Source: an optimization exercise on an open RTL-to-GDS flow (aim: small area, a short achievable clock period and few clock cycles per item). Production flows keep margins and buffers that such runs may drop.
In this exercise RTL edits were held to simulation tests only and were not proved equivalent to the original.

==> module link_keeping_drive_vector, before the edit <==
module link_keeping_drive_vector (
	input  logic        clk,
	input  logic        arst_n,
	input  logic        psel,
	input  logic        penable,
	input  logic        pwrite,
	input  logic [2:0]  paddr,
	input  logic [31:0] pwdata,
	output logic [31:0] prdata,
	output logic        pready,
	input  logic        in_valid,
	output logic        in_stall,
	input  logic signed [15:0] offset_x,
	input  logic signed [15:0] offset_y,
	input  logic        present,
	input  logic        frame_end,
	output logic        out_valid,
	input  logic        out_stall,
	output logic signed [15:0] drive_x,
	output logic signed [15:0] drive_y,
	output logic        has_signal,
	output logic [3:0]  chosen_index
);
	logic [15:0] reach_q;
	logic [14:0] gain_q;
	logic        wr;
	logic [15:0] rd_q;
	logic        f_valid;
	logic        f_end;
	logic        f_take;
	logic        f_found;
	logic [31:0] f_sq;
	logic [15:0] f_mx;
	logic [15:0] f_my;
	logic        f_sx;
	logic        f_sy;
	logic [2:0]  f_idx;
	assign pready = 1'b1;
	assign wr     = psel && penable && pwrite;
	always_ff @(posedge clk or negedge arst_n) begin
		if (!arst_n) begin
			reach_q <= 16'd0;
			gain_q  <= 15'd0;
		end else if (wr) begin
			if (paddr[2])
				gain_q  <= pwdata[14:0];
			else
				reach_q <= pwdata[15:0];
		end
	end
	always_ff @(posedge clk) begin
		rd_q <= paddr[2] ? {1'b0, gain_q} : reach_q;
	end
	assign prdata = {16'd0, rd_q};
	lkdv_qualify u_qualify (
		.clk       (clk),
		.arst_n    (arst_n),
		.in_valid  (in_valid),
		.in_stall  (in_stall),
		.offset_x  (offset_x),
		.offset_y  (offset_y),
		.present   (present),
		.frame_end (frame_end),
		.reach     (reach_q),
		.reach_wr  (wr && !paddr[2]),
		.f_valid   (f_valid),
		.f_end     (f_end),
		.f_take    (f_take),
		.f_found   (f_found),
		.f_sq      (f_sq),
		.f_mx      (f_mx),
		.f_my      (f_my),
		.f_sx      (f_sx),
		.f_sy      (f_sy),
		.f_idx     (f_idx)
	);
	lkdv_scale u_scale (
		.clk          (clk),
		.arst_n       (arst_n),
		.f_valid      (f_valid),
		.f_end        (f_end),
		.f_take       (f_take),
		.f_found      (f_found),
		.f_sq         (f_sq),
		.f_mx         (f_mx),
		.f_my         (f_my),
		.f_sx         (f_sx),
		.f_sy         (f_sy),
		.f_idx        (f_idx),
		.gain         (gain_q),
		.out_valid    (out_valid),
		.out_stall    (out_stall),
		.drive_x      (drive_x),
		.drive_y      (drive_y),
		.has_signal   (has_signal),
		.chosen_index (chosen_index)
	);
endmodule
clock: 11.0 ns
lec_check: 0
cap_margin: 20
core_margin: 2
core_utilization: 40
cts_buf_list: sky130_fd_sc_hd__clkbuf_16
cts_cluster_diameter: 100
cts_cluster_size: 24
place_density: 0.6
slew_margin: 20
run.sh (not shown) runs the stock make flow with config.mk's settings and CLKGATE_MAP_FILE= SYNTH_SCRIPT=/design/flow/synth_recipe.tcl, a recipe that flattens the netlist after the stock synthesis.
The first run completed with no timing, DRC or antenna violations.
Testbench counts at the start, summed over its fixed seeds: cycles 70,559, frames 4,096.
Change:
--- a/flow/design.v
+++ b/flow/design.v
@@ -510,7 +510,8 @@
 );
 	logic [15:0] reach_q;
 	logic [14:0] gain_q;
-	logic        wr;
+	logic        wr_reach_q;
+	logic        wr_gain_q;
 	logic [15:0] rd_q;
 	logic        f_valid;
 	logic        f_end;
@@ -523,16 +524,19 @@
 	logic        f_sy;
 	logic [2:0]  f_idx;
 	assign pready = 1'b1;
-	assign wr     = psel && penable && pwrite;
 	always_ff @(posedge clk or negedge arst_n) begin
 		if (!arst_n) begin
-			reach_q <= 16'd0;
-			gain_q  <= 15'd0;
-		end else if (wr) begin
-			if (paddr[2])
-				gain_q  <= pwdata[14:0];
-			else
+			wr_reach_q <= 1'b0;
+			wr_gain_q  <= 1'b0;
+			reach_q    <= 16'd0;
+			gain_q     <= 15'd0;
+		end else begin
+			wr_reach_q <= psel && !penable && pwrite && !paddr[2];
+			wr_gain_q  <= psel && !penable && pwrite && paddr[2];
+			if (wr_reach_q)
 				reach_q <= pwdata[15:0];
+			if (wr_gain_q)
+				gain_q  <= pwdata[14:0];
 		end
 	end
 	always_ff @(posedge clk) begin
@@ -549,7 +553,7 @@
 		.present   (present),
 		.frame_end (frame_end),
 		.reach     (reach_q),
-		.reach_wr  (wr && !paddr[2]),
+		.reach_wr  (wr_reach_q),
 		.f_valid   (f_valid),
 		.f_end     (f_end),
 		.f_take    (f_take),
Setup slack gets worse by 0.44 ns.
Synthesized cell count came out higher by 1.1%.
Final area came out higher by 1.4%.
Non-clock buffer count came out lower by 2.
Testbench counts after the change, summed over its fixed seeds: cycles 70,559, frames 4,096.

## main
link_keeping_drive_vector, a different RTL version from the one above (not shown whole).
Size: about 2900 cells after synthesis, roughly 470 flip-flops, roughly 0.031 sq mm of cells after synthesis.
clock: 11.0 ns
lec_check: 0
cap_margin: 20
core_margin: 2
core_utilization: 40
cts_buf_list: sky130_fd_sc_hd__clkbuf_16
cts_cluster_diameter: 100
cts_cluster_size: 24
place_density: 0.6
slew_margin: 20
standard.sh (not shown) runs the stock make flow with config.mk's settings and CLKGATE_MAP_FILE= SYNTH_SCRIPT=/design/flow/synth_recipe.tcl, a recipe that flattens the netlist after the stock synthesis.
==> flow/flow/run.sh <==
#!/bin/bash
set -euo pipefail
bash standard.sh SETUP_SLACK_MARGIN=7.6 finish > flow_make.log 2>&1
Testbench counts of main, summed over its fixed seeds: cycles 69,281, frames 4,096.
The inputs of the feature branch differ from those of main as listed below.
--- a/flow/design.v
+++ b/flow/design.v
@@ -31,31 +31,26 @@
 	assign s = a ^ b ^ c;
 	assign k = {(a[30:0] & b[30:0]) | (a[30:0] & c[30:0]) | (b[30:0] & c[30:0]), 1'b0};
 endmodule
 module lkdv_arith (
 	input  logic [31:0] acc_s,
 	input  logic [31:0] acc_c,
-	input  logic [17:0] mx,
-	input  logic [17:0] my,
+	input  logic [14:0] px,
+	input  logic [14:0] py,
+	input  logic [2:0]  bx,
+	input  logic [2:0]  by,
 	input  logic        sx,
 	input  logic        sy,
-	input  logic [14:0] pmask,
 	output logic [31:0] nxt_s,
 	output logic [31:0] nxt_c
 );
-	logic [14:0] px, py;
-	logic [2:0]  bx, by;
 	logic [31:0] tx, ty;
 	logic [31:0] o0, o1, o2, o3, o4, o5, o6, o7;
 	logic [31:0] s1a, k1a, s1b, k1b;
 	logic [31:0] s2a, k2a, s2b, k2b;
 	logic [31:0] s3, k3;
-	assign px = (mx[14:0] & pmask) | ({15{sx}} & ~pmask);
-	assign py = (my[14:0] & pmask) | ({15{sy}} & ~pmask);
-	assign bx = mx[17:15];
-	assign by = my[17:15];
 	assign tx = {{13{sx}}, px, 1'b0, bx};
 	assign ty = {{13{sy}}, py, 1'b0, by};
 	assign o0 = {acc_s[25:0], 6'd0};
 	assign o1 = {acc_c[25:0], 6'd0};
 	assign o2 = bx[0] ? tx : 32'd0;
 	assign o3 = bx[1] ? {tx[30:0], 1'b0} : 32'd0;
@@ -113,48 +108,49 @@
 	logic        tokf_q, tokf_n;      
 	logic        found_q, found_n;    
 	logic [3:0]  cnt_q, cnt_n;
 	logic        stall_q;
 	logic        ldok;                
 	logic [4:0]  pm_q;                
-	logic [17:0] rx_q;
-	logic [17:0] ry_q;
+	logic [14:0] rx_q;                
+	logic [14:0] ry_q;
+	logic [14:0] px_q;                
+	logic [14:0] py_q;
 	logic        sx_q;
 	logic        sy_q;
 	logic [2:0]  idx_q;
 	logic [31:0] acc_s_q;
 	logic [31:0] acc_c_q;
 	logic [31:0] r2_q;
 	logic [31:0] nxt_s;
 	logic [31:0] nxt_c;
 	logic [31:0] sum;
-	logic [14:0] pmask;
 	logic        accept;
 	logic        examine;
 	logic        found;
 	logic        beyond;
 	logic [15:0] mag_x;
 	logic [15:0] mag_y;
 	logic        start;
 	logic        load;
-	assign pmask = {{3{pm_q[4]}}, {3{pm_q[3]}}, {3{pm_q[2]}}, {3{pm_q[1]}}, {3{pm_q[0]}}};
 	lkdv_arith u_sq (
 		.acc_s (acc_s_q),
 		.acc_c (acc_c_q),
-		.mx    (rx_q),
-		.my    (ry_q),
+		.px    (px_q),
+		.py    (py_q),
+		.bx    (rx_q[14:12]),
+		.by    (ry_q[14:12]),
 		.sx    (sx_q),
 		.sy    (sy_q),
-		.pmask (pmask),
 		.nxt_s (nxt_s),
 		.nxt_c (nxt_c)
 	);
 	assign sum = acc_s_q + acc_c_q;
 	assign beyond   = chk_q && (acc_s_q > r2_q);
-	lkdv_mag u_mag_x (.v(rx_q[15:0]), .m(mag_x));
-	lkdv_mag u_mag_y (.v(ry_q[15:0]), .m(mag_y));
+	lkdv_mag u_mag_x (.v({sx_q, px_q}), .m(mag_x));
+	lkdv_mag u_mag_y (.v({sy_q, py_q}), .m(mag_y));
 	assign found    = found_q || beyond;
 	assign in_stall = stall_q;
 	assign accept   = in_valid && !stall_q;
 	assign examine  = !cnt_q[3] && present && !found;
 	assign start    = r2pend_q && !busy_q && !res2_q && !tok_q;
 	assign ldok     = !stall_q && !cnt_q[3] && !found;
@@ -255,31 +251,37 @@
 			r2_q <= sum;
 	end
 	always_ff @(posedge clk) begin
 		if (busy_q) begin
 			acc_s_q <= nxt_s;
 			acc_c_q <= nxt_c;
-			rx_q    <= {rx_q[14:0], rx_q[17:15]};
-			ry_q    <= {ry_q[14:0], ry_q[17:15]};
+			rx_q    <= {rx_q[11:0], 3'd0};
+			ry_q    <= {ry_q[11:0], 3'd0};
+			px_q    <= {px_q[11:0], rx_q[14:12]};
+			py_q    <= {py_q[11:0], ry_q[14:12]};
 			pm_q    <= {pm_q[3:0], 1'b1};
 		end else if (res2_q) begin
 			acc_s_q <= sum;
 		end else if (start) begin
 			acc_s_q <= {31'd0, reach[15]};
 			acc_c_q <= 32'd0;
 			pm_q    <= 5'd1;
-			rx_q    <= {reach[14:0], 2'd0, reach[15]};
-			ry_q    <= 18'd0;
+			rx_q    <= reach[14:0];
+			ry_q    <= 15'd0;
+			px_q    <= {14'd0, reach[15]};
+			py_q    <= 15'd0;
 			sx_q    <= 1'b0;
 			sy_q    <= 1'b0;
 		end else if (ldok) begin
 			acc_s_q <= {31'd0, offset_x[15]};
 			acc_c_q <= {31'd0, offset_y[15]};
 			pm_q    <= 5'd1;
-			rx_q    <= {offset_x[14:0], {3{offset_x[15]}}};
-			ry_q    <= {offset_y[14:0], {3{offset_y[15]}}};
+			rx_q    <= offset_x[14:0];
+			ry_q    <= offset_y[14:0];
+			px_q    <= {15{offset_x[15]}};
+			py_q    <= {15{offset_y[15]}};
 			sx_q    <= offset_x[15];
 			sy_q    <= offset_y[15];
 			idx_q   <= cnt_q[2:0];
 		end
 	end
 endmodule
--- outcome ---
The feature branch: done, clean on timing, DRC and antenna. Having completed the whole flow, main delivered a layout that passed the timing, design-rule and antenna checks. The feature branch against main: detailed-route wire length grew by about 0.7%, post-detailed-route wirelength per cell shrank by about 1.4%, final worst slack grew by 0.10 ns, post-layout instance area held steady, sequential share of layout area grew by 1.9 points. Fmax is higher on the feature branch. Against main, the feature branch comes in about 1.2% higher on number of unique standard cell types used by synthesis. Critical path depth for the feature branch: 2 down relative to main. The feature branch vs main on count of plain and timing-repair buffers: the feature branch is the lower one. Across both runs, synthesized area was higher for the feature branch than for main.
Testbench counts of the feature branch, summed over its fixed seeds: cycles 69,281, frames 4,096.

Another version of the RTL of link_keeping_drive_vector (not shown whole).
Size in the first run: about 2800 cells after synthesis, about 470 flip-flops, about 150 I/O pins, about 0.031 mm^2 of cells after synthesis.
clock: 11.0 ns
lec_check: 0
cap_margin: 20
core_margin: 2
core_utilization: 40
cts_buf_list: sky130_fd_sc_hd__clkbuf_16
cts_cluster_diameter: 100
cts_cluster_size: 24
place_density: 0.6
slew_margin: 20
run.sh (not shown) runs the stock make flow with config.mk's settings and CLKGATE_MAP_FILE= SYNTH_SCRIPT=/design/flow/synth_recipe.tcl, a recipe that flattens the netlist after the stock synthesis.
Stock flow here: none of the scripts above is used.
Testbench counts at the start, summed over its fixed seeds: cycles 70,559, frames 4,096.
Edit:
--- a/flow/design.v
+++ b/flow/design.v
@@ -31,43 +31,42 @@
 	assign s = a ^ b ^ c;
 	assign k = {(a[30:0] & b[30:0]) | (a[30:0] & c[30:0]) | (b[30:0] & c[30:0]), 1'b0};
 endmodule
 module lkdv_arith (
 	input  logic [31:0] acc_s,
 	input  logic [31:0] acc_c,
 	input  logic [17:0] mx,
 	input  logic [17:0] my,
-	input  logic        sx,
-	input  logic        sy,
 	input  logic [14:0] pmask,
 	output logic [31:0] nxt_s,
 	output logic [31:0] nxt_c
-);
+)
+;
 	logic [14:0] px, py;
 	logic [2:0]  bx, by;
-	logic [31:0] tx, ty;
+	logic [18:0] tx, ty;
 	logic [31:0] o0, o1, o2, o3, o4, o5, o6, o7;
 	logic [31:0] s1a, k1a, s1b, k1b;
 	logic [31:0] s2a, k2a, s2b, k2b;
 	logic [31:0] s3, k3;
-	assign px = (mx[14:0] & pmask) | ({15{sx}} & ~pmask);
-	assign py = (my[14:0] & pmask) | ({15{sy}} & ~pmask);
+	assign px = mx[14:0] & pmask;
+	assign py = my[14:0] & pmask;
 	assign bx = mx[17:15];
 	assign by = my[17:15];
-	assign tx = {{13{sx}}, px, 1'b0, bx};
-	assign ty = {{13{sy}}, py, 1'b0, by};
+	assign tx = {px, 1'b0, bx};
+	assign ty = {py, 1'b0, by};
 	assign o0 = {acc_s[25:0], 6'd0};
 	assign o1 = {acc_c[25:0], 6'd0};
-	assign o2 = bx[0] ? tx : 32'd0;
-	assign o3 = bx[1] ? {tx[30:0], 1'b0} : 32'd0;
-	assign o4 = bx[2] ? {tx[29:0], 2'b0} : 32'd0;
-	assign o5 = by[0] ? ty : 32'd0;
-	assign o6 = by[1] ? {ty[30:0], 1'b0} : 32'd0;
-	assign o7 = by[2] ? {ty[29:0], 2'b0} : 32'd0;
+	assign o2 = {13'd0, bx[0] ? tx : 19'd0};
+	assign o3 = {12'd0, bx[1] ? tx : 19'd0, 1'b0};
+	assign o4 = {11'd0, bx[2] ? tx : 19'd0, 2'b0};
+	assign o5 = {13'd0, by[0] ? ty : 19'd0};
+	assign o6 = {12'd0, by[1] ? ty : 19'd0, 1'b0};
+	assign o7 = {11'd0, by[2] ? ty : 19'd0, 2'b0};
 	lkdv_csa u1a (.a(o2),  .b(o3),  .c(o4),  .s(s1a), .k(k1a));
 	lkdv_csa u1b (.a(o5),  .b(o6),  .c(o7),  .s(s1b), .k(k1b));
 	lkdv_csa u2a (.a(s1a), .b(k1a), .c(s1b), .s(s2a), .k(k2a));
 	lkdv_csa u2b (.a(k1b), .b(o0),  .c(o1),  .s(s2b), .k(k2b));
 	lkdv_csa u3  (.a(s2a), .b(k2a), .c(s2b), .s(s3),  .k(k3));
 	lkdv_csa u4  (.a(s3),  .b(k3),  .c(k2b), .s(nxt_s), .k(nxt_c));
 endmodule
 module lkdv_mag (
@@ -137,39 +136,37 @@
 	logic        start;
 	logic        load;
 	assign pmask = {{3{pm_q[4]}}, {3{pm_q[3]}}, {3{pm_q[2]}}, {3{pm_q[1]}}, {3{pm_q[0]}}};
 	lkdv_arith u_sq (
 		.acc_s (acc_s_q),
 		.acc_c (acc_c_q),
 		.mx    (rx_q),
 		.my    (ry_q),
-		.sx    (sx_q),
-		.sy    (sy_q),
 		.pmask (pmask),
 		.nxt_s (nxt_s),
 		.nxt_c (nxt_c)
 	);
 	assign sum = acc_s_q + acc_c_q;
 	assign beyond   = chk_q && (acc_s_q > r2_q);
-	lkdv_mag u_mag_x (.v(rx_q[15:0]), .m(mag_x));
-	lkdv_mag u_mag_y (.v(ry_q[15:0]), .m(mag_y));
+	lkdv_mag u_mag_x (.v(offset_x), .m(mag_x));
+	lkdv_mag u_mag_y (.v(offset_y), .m(mag_y));
 	assign found    = found_q || beyond;
 	assign in_stall = stall_q;
 	assign accept   = in_valid && !stall_q;
 	assign examine  = !cnt_q[3] && present && !found;
 	assign start    = r2pend_q && !busy_q && !res2_q && !tok_q;
 	assign ldok     = !stall_q && !cnt_q[3] && !found_q;
 	assign load     = in_valid && present && ldok;
 	assign f_valid = tok_q;
 	assign f_found = tokf_q;
 	assign f_end   = accept && frame_end;
 	assign f_sq    = acc_s_q;
-	assign f_mx    = mag_x;
-	assign f_my    = mag_y;
+	assign f_mx    = rx_q[15:0];
+	assign f_my    = ry_q[15:0];
 	assign f_sx    = sx_q;
 	assign f_sy    = sy_q;
 	assign f_idx   = idx_q;
 	always_comb begin
 		busy_n   = busy_q;
 		res2_n   = res2_q;
 		chk_n    = 1'b0;
 		r2run_n  = r2run_q;
@@ -264,24 +261,22 @@
 		end else if (res2_q) begin
 			acc_s_q <= sum;
 		end else if (start) begin
 			acc_s_q <= {31'd0, reach[15]};
 			acc_c_q <= 32'd0;
 			pm_q    <= 5'd1;
 			rx_q    <= {reach[14:0], 2'd0, reach[15]};
 			ry_q    <= 18'd0;
-			sx_q    <= 1'b0;
-			sy_q    <= 1'b0;
 		end else if (ldok) begin
-			acc_s_q <= {31'd0, offset_x[15]};
-			acc_c_q <= {31'd0, offset_y[15]};
+			acc_s_q <= {31'd0, mag_x[15]};
+			acc_c_q <= {31'd0, mag_y[15]};
 			pm_q    <= 5'd1;
-			rx_q    <= {offset_x[14:0], {3{offset_x[15]}}};
-			ry_q    <= {offset_y[14:0], {3{offset_y[15]}}};
+			rx_q    <= {mag_x[14:0], 2'd0, mag_x[15]};
+			ry_q    <= {mag_y[14:0], 2'd0, mag_y[15]};
 			sx_q    <= offset_x[15];
 			sy_q    <= offset_y[15];
 			idx_q   <= cnt_q[2:0];
 		end
 	end
 endmodule
 module lkdv_scale (
 	input  logic        clk,
Effect: The changed run finished clean. Clock skew rose by 0.0045 ns. Wire length rose by 1.9%. Register-to-register slack improves by 0.86 ns. Setup slack is worse by 0.41 ns. Core utilization barely changes. Area after synthesis falls by about 2.4%.
Testbench counts after the change, summed over its fixed seeds: cycles 70,559, frames 4,096.

what the ideal ports hide:
The results above use ideal ports. As a check the final layouts listed here were re-extracted and re-timed, cells and wires unchanged.
Step 1 sets driving cells, clkbuf_16 on the clock port and buf_2 on the other inputs (assumed; they add their load-dependent delay and slew).
Step 2 moves the port delays by t, midway between the first and last clock arrival at a register: inputs arrive t later, outputs are due t later. That takes back most of the time a late clock gives input paths.
Slacks: ideal / step 1 / step 2; pairs: ideal / step 1.
| run | t (ns) | setup WS [ns] | worst setup path at the end | clock arrival spread, ns | worst register clock-pin slew, ns |
|---|---|---|---|---|---|
| the first run of note 1 | 0.657 | 6.610 / 6.610 / 6.029 | input to register | 0.032 / 0.032 | 0.11 / 0.11 |
| the second run of note 1 | 0.671 | 6.165 / 6.165 / 6.165 | register to register | 0.034 / 0.033 | 0.11 / 0.11 |
| main | 0.661 | 7.303 / 7.303 / 7.022 | input to register | 0.034 / 0.033 | 0.11 / 0.11 |
| the feature branch | 0.690 | 7.402 / 7.402 / 7.056 | input to register | 0.039 / 0.040 | 0.11 / 0.11 |
| the first run of note 3 | 0.666 | 6.287 / 6.287 / 6.287 | register to register | 0.033 / 0.032 | 0.11 / 0.11 |
| the second run of note 3 | 0.659 | 5.873 / 5.916 / 5.257 | input to register | 0.031 / 0.032 | 0.11 / 0.11 |
After both steps setup and hold are still met in every run listed. The setup slack of the second run of note 3, which loses most, moves by +0.043 ns with the drivers and by -0.616 ns with both steps.
